This design comes from an exercise in tuning for small area, a short achievable clock period and few clock cycles per item on the open sky130 flow, not from production work. Function was checked by simulation only, so behaviour that the tests miss may differ from the original. Power and IR drop assume default switching activity.

--- flow/design.v ---
module snake_body_queue #(
  parameter int MAX_LEN      = 64,
  parameter int GRID_COLUMNS = 18,
  parameter int GRID_ROWS    = 18,
  parameter int START_X      = 9,
  parameter int START_Y      = 9
) (
  input  logic                          clk,
  input  logic                          rst_n,
  input  logic                          step,
  input  logic                          grow,
  input  logic [4:0]                    new_x,
  input  logic [4:0]                    new_y,
  output logic                          busy,
  output logic                          done,
  output logic                          collision,
  output logic                          set_valid,
  output logic [4:0]                    set_x,
  output logic [4:0]                    set_y,
  output logic                          clear_valid,
  output logic [4:0]                    clear_x,
  output logic [4:0]                    clear_y,
  output logic [4:0]                    head_x,
  output logic [4:0]                    head_y,
  output logic [4:0]                    tail_x,
  output logic [4:0]                    tail_y,
  output logic [$clog2(MAX_LEN+1)-1:0]  length,
  output logic                          full
);
  localparam int PTR_W = $clog2(MAX_LEN);
  localparam int LEN_W = $clog2(MAX_LEN + 1);
  typedef logic [PTR_W-1:0] ptr_t;
  typedef logic [LEN_W-1:0] len_t;
  typedef struct packed {
    logic [4:0] x;
    logic [4:0] y;
  } coord_t;
  typedef enum logic [1:0] {IDLE, SCAN, COMMIT, FAIL} state_t;
  localparam ptr_t       LAST_PTR  = ptr_t'(MAX_LEN - 1);
  localparam len_t       MAX_LEN_L = len_t'(MAX_LEN);
  localparam logic [5:0] COLS_L    = 6'(GRID_COLUMNS);
  localparam logic [5:0] ROWS_L    = 6'(GRID_ROWS);
  localparam coord_t     START     = {5'(START_X), 5'(START_Y)};
  function automatic ptr_t wrap_inc(input ptr_t p);
    wrap_inc = (p == LAST_PTR) ? '0 : p + ptr_t'(1);
  endfunction
  state_t state_q, state_d;
  logic [MAX_LEN-1:0][9:0] mem;
  ptr_t   head_ptr, tail_ptr, scan_ptr;
  len_t   len_q, scan_i;
  coord_t target;
  logic   grow_q;
  logic   full_q;
  coord_t head_q, tail_q, set_q, clear_q;
  logic   busy_q, done_q, collision_q, set_valid_q, clear_valid_q;
  logic   accept, wall_hit, seg_hit, scan_last;
  ptr_t   head_inc, tail_inc;
  assign accept    = (state_q == IDLE) && step && !collision_q;
  assign wall_hit  = ({1'b0, new_x} >= COLS_L) || ({1'b0, new_y} >= ROWS_L);
  assign seg_hit   = (coord_t'(mem[scan_ptr]) == target) && (grow_q || (scan_i != '0));
  assign scan_last = (scan_i == len_q - len_t'(1));
  assign head_inc  = wrap_inc(head_ptr);
  assign tail_inc  = wrap_inc(tail_ptr);
  always_ff @(posedge clk or negedge rst_n) begin
    if (!rst_n) state_q <= IDLE;
    else        state_q <= state_d;
  end
  always_comb begin
    state_d = state_q;
    unique case (state_q)
      IDLE:    if (accept) state_d = wall_hit ? FAIL : SCAN;
      SCAN: begin
        if (seg_hit)        state_d = FAIL;
        else if (scan_last) state_d = COMMIT;
      end
      COMMIT:  state_d = IDLE;
      FAIL:    state_d = IDLE;
      default: state_d = IDLE;
    endcase
  end
  always_ff @(posedge clk or negedge rst_n) begin
    if (!rst_n) begin
      mem           <= {{(MAX_LEN-1)*10{1'b0}}, START};
      head_ptr      <= '0;
      tail_ptr      <= '0;
      scan_ptr      <= '0;
      len_q         <= len_t'(1);
      scan_i        <= '0;
      target        <= '0;
      grow_q        <= 1'b0;
      full_q        <= 1'b0;
      head_q        <= START;
      tail_q        <= START;
      set_q         <= '0;
      clear_q       <= '0;
      busy_q        <= 1'b0;
      done_q        <= 1'b0;
      collision_q   <= 1'b0;
      set_valid_q   <= 1'b0;
      clear_valid_q <= 1'b0;
    end else begin
      done_q        <= 1'b0;
      set_valid_q   <= 1'b0;
      clear_valid_q <= 1'b0;
      busy_q        <= (state_d != IDLE);
      if (accept) begin
        target   <= {new_x, new_y};
        grow_q   <= grow & ~full_q;
        scan_ptr <= tail_ptr;
        scan_i   <= '0;
      end
      if (state_q == SCAN) begin
        scan_ptr <= wrap_inc(scan_ptr);
        scan_i   <= scan_i + len_t'(1);
      end
      if (state_q == COMMIT) begin
        mem[head_inc] <= target;
        head_ptr      <= head_inc;
        head_q        <= target;
        set_q         <= target;
        set_valid_q   <= 1'b1;
        done_q        <= 1'b1;
        if (!grow_q) begin
          clear_valid_q <= 1'b1;
          clear_q       <= tail_q;
          tail_ptr      <= tail_inc;
          tail_q        <= (tail_inc == head_inc) ? target : coord_t'(mem[tail_inc]);
        end else begin
          len_q  <= len_q + len_t'(1);
          full_q <= (len_q + len_t'(1) == MAX_LEN_L);
        end
      end
      if (state_q == FAIL) begin
        collision_q <= 1'b1;
        done_q      <= 1'b1;
      end
    end
  end
  assign busy        = busy_q;
  assign done        = done_q;
  assign collision   = collision_q;
  assign set_valid   = set_valid_q;
  assign set_x       = set_q.x;
  assign set_y       = set_q.y;
  assign clear_valid = clear_valid_q;
  assign clear_x     = clear_q.x;
  assign clear_y     = clear_q.y;
  assign head_x      = head_q.x;
  assign head_y      = head_q.y;
  assign tail_x      = tail_q.x;
  assign tail_y      = tail_q.y;
  assign length      = len_q;
  assign full        = full_q;
endmodule
--- flow/run.sh ---
#!/bin/bash
# synth_recipe.tcl (not shown) runs the flow's synth.tcl, then flattens the netlist and writes it again
# the make line also repeats each setting of config.mk as NAME=value (left out here)
make -C /OpenROAD-flow-scripts/flow DESIGN_CONFIG=/design/flow/config.mk WORK_HOME=/design/flow/orfs CLKGATE_MAP_FILE= SYNTH_SCRIPT=/design/flow/synth_recipe.tcl finish
--- flow/config.mk ---
export PLATFORM = sky130hd
export DESIGN_NAME = snake_body_queue
export DESIGN_NICKNAME = snake_body_queue
export VERILOG_FILES = /design/flow/design.v
export SDC_FILE = /design/flow/constraint.sdc
export NUM_CORES = 4
export LEC_CHECK = 0
export CAP_MARGIN = 20
export CORE_MARGIN = 2
export CORE_UTILIZATION = 40
export SLEW_MARGIN = 20
--- flow/constraint.sdc ---
create_clock -name core_clock -period 10.0 [get_ports {clk}]
set_input_delay 2.0000 -clock core_clock [delete_from_list [all_inputs] [get_ports {clk}]]
set_output_delay 2.0000 -clock core_clock [all_outputs]
set_load 0.01 [all_outputs]
==> run notes <==
status = timing/DRC/antenna clean
worst reg2reg setup slack = 3040 ps
Core Footprint = 104,000 sq um
Vias = 37,600
Arrival @ worst endpoint = 7510 ps
CTS Root Cell = clkbuf_16
met3 wire len = 31.1 mm
Setup Fix Bufs, Post-CTS = 0
Detailed Route WL = 210 mm
period utilization = 0.696
Final setup viols = 0
commonest register cell after synthesis = dfrtp_1
Buffers on Ports = 66
pwr dens = 134 nW/um^2
nets = 3,761
area grow syn2layout = 12.8%
number of flops mapped to enable cells by yosys = 0
cts-stage hold buffer count = 0
clk_skew = 41.2 ps
DP Worst Slack = 3250 ps
Yosys warnings = 1
Hold WC Path Type = flop to flop
WL met2 = 84.8 mm
Avg Inst Size Synth = 11.1 sq um
most common cell after layout, fill and taps aside = dfrtp_1
initial antenna violation count = 20
Max-slew headroom = 0.110
CTS Sinks = 725
leading area contributor after synthesis = dfrtp_1
CP Launch Type = flop
via-per-instance ratio = 7.26
Final Max Tran Viols = 0
most frequent cells in the layout = dfrtp_1, nand2_1, a22o_1
Final TNS setup = 0 ps
peak fanout along the critical path = 20
clk latency of the worst-skew pair = 700 ps
share of synthesized registers carrying an async set or reset = 1.00
# resized after CTS = 0
Clock Tree Buf Depth = 3
DR top layer = met5
CTS tree = built
vias in the first global route = 35,500
VDD IR max = 0.000116 V
RSZ-0062 raised after global routing = false
Final WS setup = 3040 ps
Die Height = 328 microns
Die W = 328 microns
total grt overflow = 0
P_leak = 18.7 nW
worst r2r dst = mem[127]
Peak Freq = 144 MHz
DR pass1 iterations = 8
clock slew seen by the registers of the worst setup and hold paths = 50 ps
WS Path Type = flop to flop
final-report hold violation count = 0
wire length on met1 = 74.4 mm
Yosys top cell area share = 0.426
Tot GR Track Use = 0.389
Seq/Total Area, Yosys = 0.434
synth unique cells = 92
site row count = 118
initial core utilization = 0.404
final-layout fill cell count = 9,596
pin count of the biggest net entering global routing = 164
crit path time final = 6960 ps
depth of the CTS H-tree = 3
RR Startpoint = head_ptr[0]
Ports = 67
top post-synthesis cells by area = dfrtp_1, mux4_2, a22o_1, nand2_1, o2bb2ai_1
first-pass GRT wire length = 292 mm
worst slew pin tran = 1330 ps
Iter 0 DRT Violations = 6,096
RePlAce Congestion = 1.04
r2r worst-path depth = 19
Post-DP HPWL = 140 mm
worst path required time = 10,550 ps
mapped cell area = 41,900 sq um
Cells after Synth = 3,784
layout cells sized above 1 = 0.190
WL per Instance = 40.5 microns
final routed DRC violation total = 0
Max-Cap Viols = 0
FF+latch count, synth = 725
CTS buffer count = 83
synthesized net count = 3,816
CP endpoint kind = flop
ANT nets after route = 0
Die ar. = 107,000 sq um
crit path to = mem[127]
Worst Setup SP = head_ptr[0]
==> flip-flops by register name (all words and copies together) (netlist names), 6 cells and up <==
name	count
clear_q	10
set_q	10
tail_q	10
mem	640
scan_ptr	6
len_q	7
head_ptr	6
target	10
tail_ptr	6
scan_i	7
==> report_power, final <==
part           total, mW  internal [mW]  switching, mW
registers           2.95           2.94         0.0132
logic              0.186         0.0371          0.148
clock network       3.20           1.84           1.36
total               6.33           4.81           1.52
==> cells in the mapped netlist, types with 13 or more instances <==
| library cell | count |
|---|---|
| a211oi_1 | 41 |
| a21o_1 | 15 |
| a21oi_1 | 59 |
| a221o_1 | 13 |
| a22o_1 | 337 |
| a22oi_1 | 33 |
| a31oi_1 | 23 |
| a32oi_1 | 16 |
| and2_1 | 19 |
| and3_1 | 19 |
| buf_1 | 20 |
| buf_2 | 89 |
| buf_4 | 13 |
| clkbuf_1 | 225 |
| dfrtp_1 | 712 |
| dfstp_2 | 13 |
| ha_1 | 17 |
| inv_1 | 36 |
| mux2_2 | 14 |
| mux2i_1 | 95 |
| mux4_2 | 291 |
| nand2_1 | 682 |
| nand2b_1 | 15 |
| nand3_1 | 114 |
| nand4_1 | 19 |
| nor2_1 | 119 |
| nor2b_1 | 23 |
| nor3_1 | 33 |
| nor3_2 | 22 |
| o211ai_1 | 30 |
| o21ai_0 | 86 |
| o22ai_1 | 38 |
| o2bb2ai_1 | 257 |
| o31ai_1 | 15 |
| xnor2_1 | 34 |
| xor2_1 | 17 |
==> routing by layer <==
metal / global-route usage / vias to the layer above
met2: 0.537 / 3185
met5: 0 / -
met1: 0.485 / 19000
li1: - / 14500
met3: 0.169 / 886
met4: 0.279 / 24
==> how the worst min path moves through the flow <==
stage                          from         to  cells past startpoint
final                     head_q[0]  head_q[0]                      2
after global routing      head_q[0]  head_q[0]                      2
after CTS                 head_q[0]  head_q[0]                      2
after detailed placement  head_q[0]  head_q[0]                      2
after global placement    head_q[0]  head_q[0]                      2
after floorplan              mem[4]     mem[4]                      1
==> metrics by stage <==
step | cell area [sq um] | cells | power (mW) | hold slack, ps | utilization
3_5_place_dp | 44300 | 5023 | 3.18 | 448 | 0.428
6_report | 47200 | 5180 | 6.33 | 456 | 0.456
2_1_floorplan | 41900 | 3784 | 3.05 | 462 | -
5_1_grt | 47200 | 5178 | 6.45 | 470 | 0.456
3_3_place_gp | 44300 | 5021 | 3.18 | 447 | 0.427
4_1_cts | 47200 | 5177 | 6.33 | 458 | 0.455
==> logic make-up (layout without fill, tap and decap cells) <==
logic type / count (synthesis) / in the layout / synth area share
muxes: 402 / 402 / 0.184
AOI/OAI and AO/OA: 1055 / 1055 / 0.200
and+or+nand+nor: 1144 / 1144 / 0.127
adders and majority gates: 18 / 18 / 0.00556
xor gates and xnor gates: 52 / 52 / 0.0111
other: 0 / 2 / 0
DFF: 725 / 725 / 0.434
buffers and inverters: 388 / 402 / 0.0388
==> critical path, cell delays in order, from the launching register on <==
cell     delay [ps]
dfrtp_1         460
ha_1            320
and3_1          220
a21o_1          650
inv_1           140
ha_1            240
ha_1            230
fa_1            480
a21o_1          200
a21o_1          190
a21oi_1         150
or2_1           340
nor3_1          110
ha_1            400
inv_1           220
nand3_1         480
nor2_2         1190
buf_4           470
nand2_1         120
a22o_1          190
==> area by class of cell <==
class                   instances  area, sq um  area share
inverters                      40          150     0.00318
diodes                          2         5.00    0.000106
flip-flops and latches        725        18200       0.385
repair buffers                208         1850      0.0392
well taps                    1380         1730      0.0366
clock inverters                29          262     0.00554
multi-input cells            2671        22500       0.477
clock buffers                 125         2550      0.0540
Testbench counts, summed over its fixed seeds: cycles 705,401, moves 19,172.

afterwards: timing with drivers on the ports:
No port has a modelled driver above. Below, the same layout with a new extraction and two added sets of constraints.
Step 1, drivers: a clkbuf_16 drives clk and a buf_2 each remaining input, both assumed.
Step 2 also shifts input and output timing later by t, the mid clock arrival at the registers, as if the neighbouring blocks saw the same clock.
Three values: no drivers, after step 1, after step 2; two values: the first two.
t (ns): 0.753
setup WS [ns]: 3.037 / 3.037 / 3.037
latest minus earliest clock arrival (ns): 0.044 / 0.044
worst data-port slew with drivers (ns): 0.05
pins driven straight from the clock port: 1
After both steps setup and hold are still met in this run. The setup slack of this run moves by 0.000 ns with the drivers and by 0.000 ns with both steps.
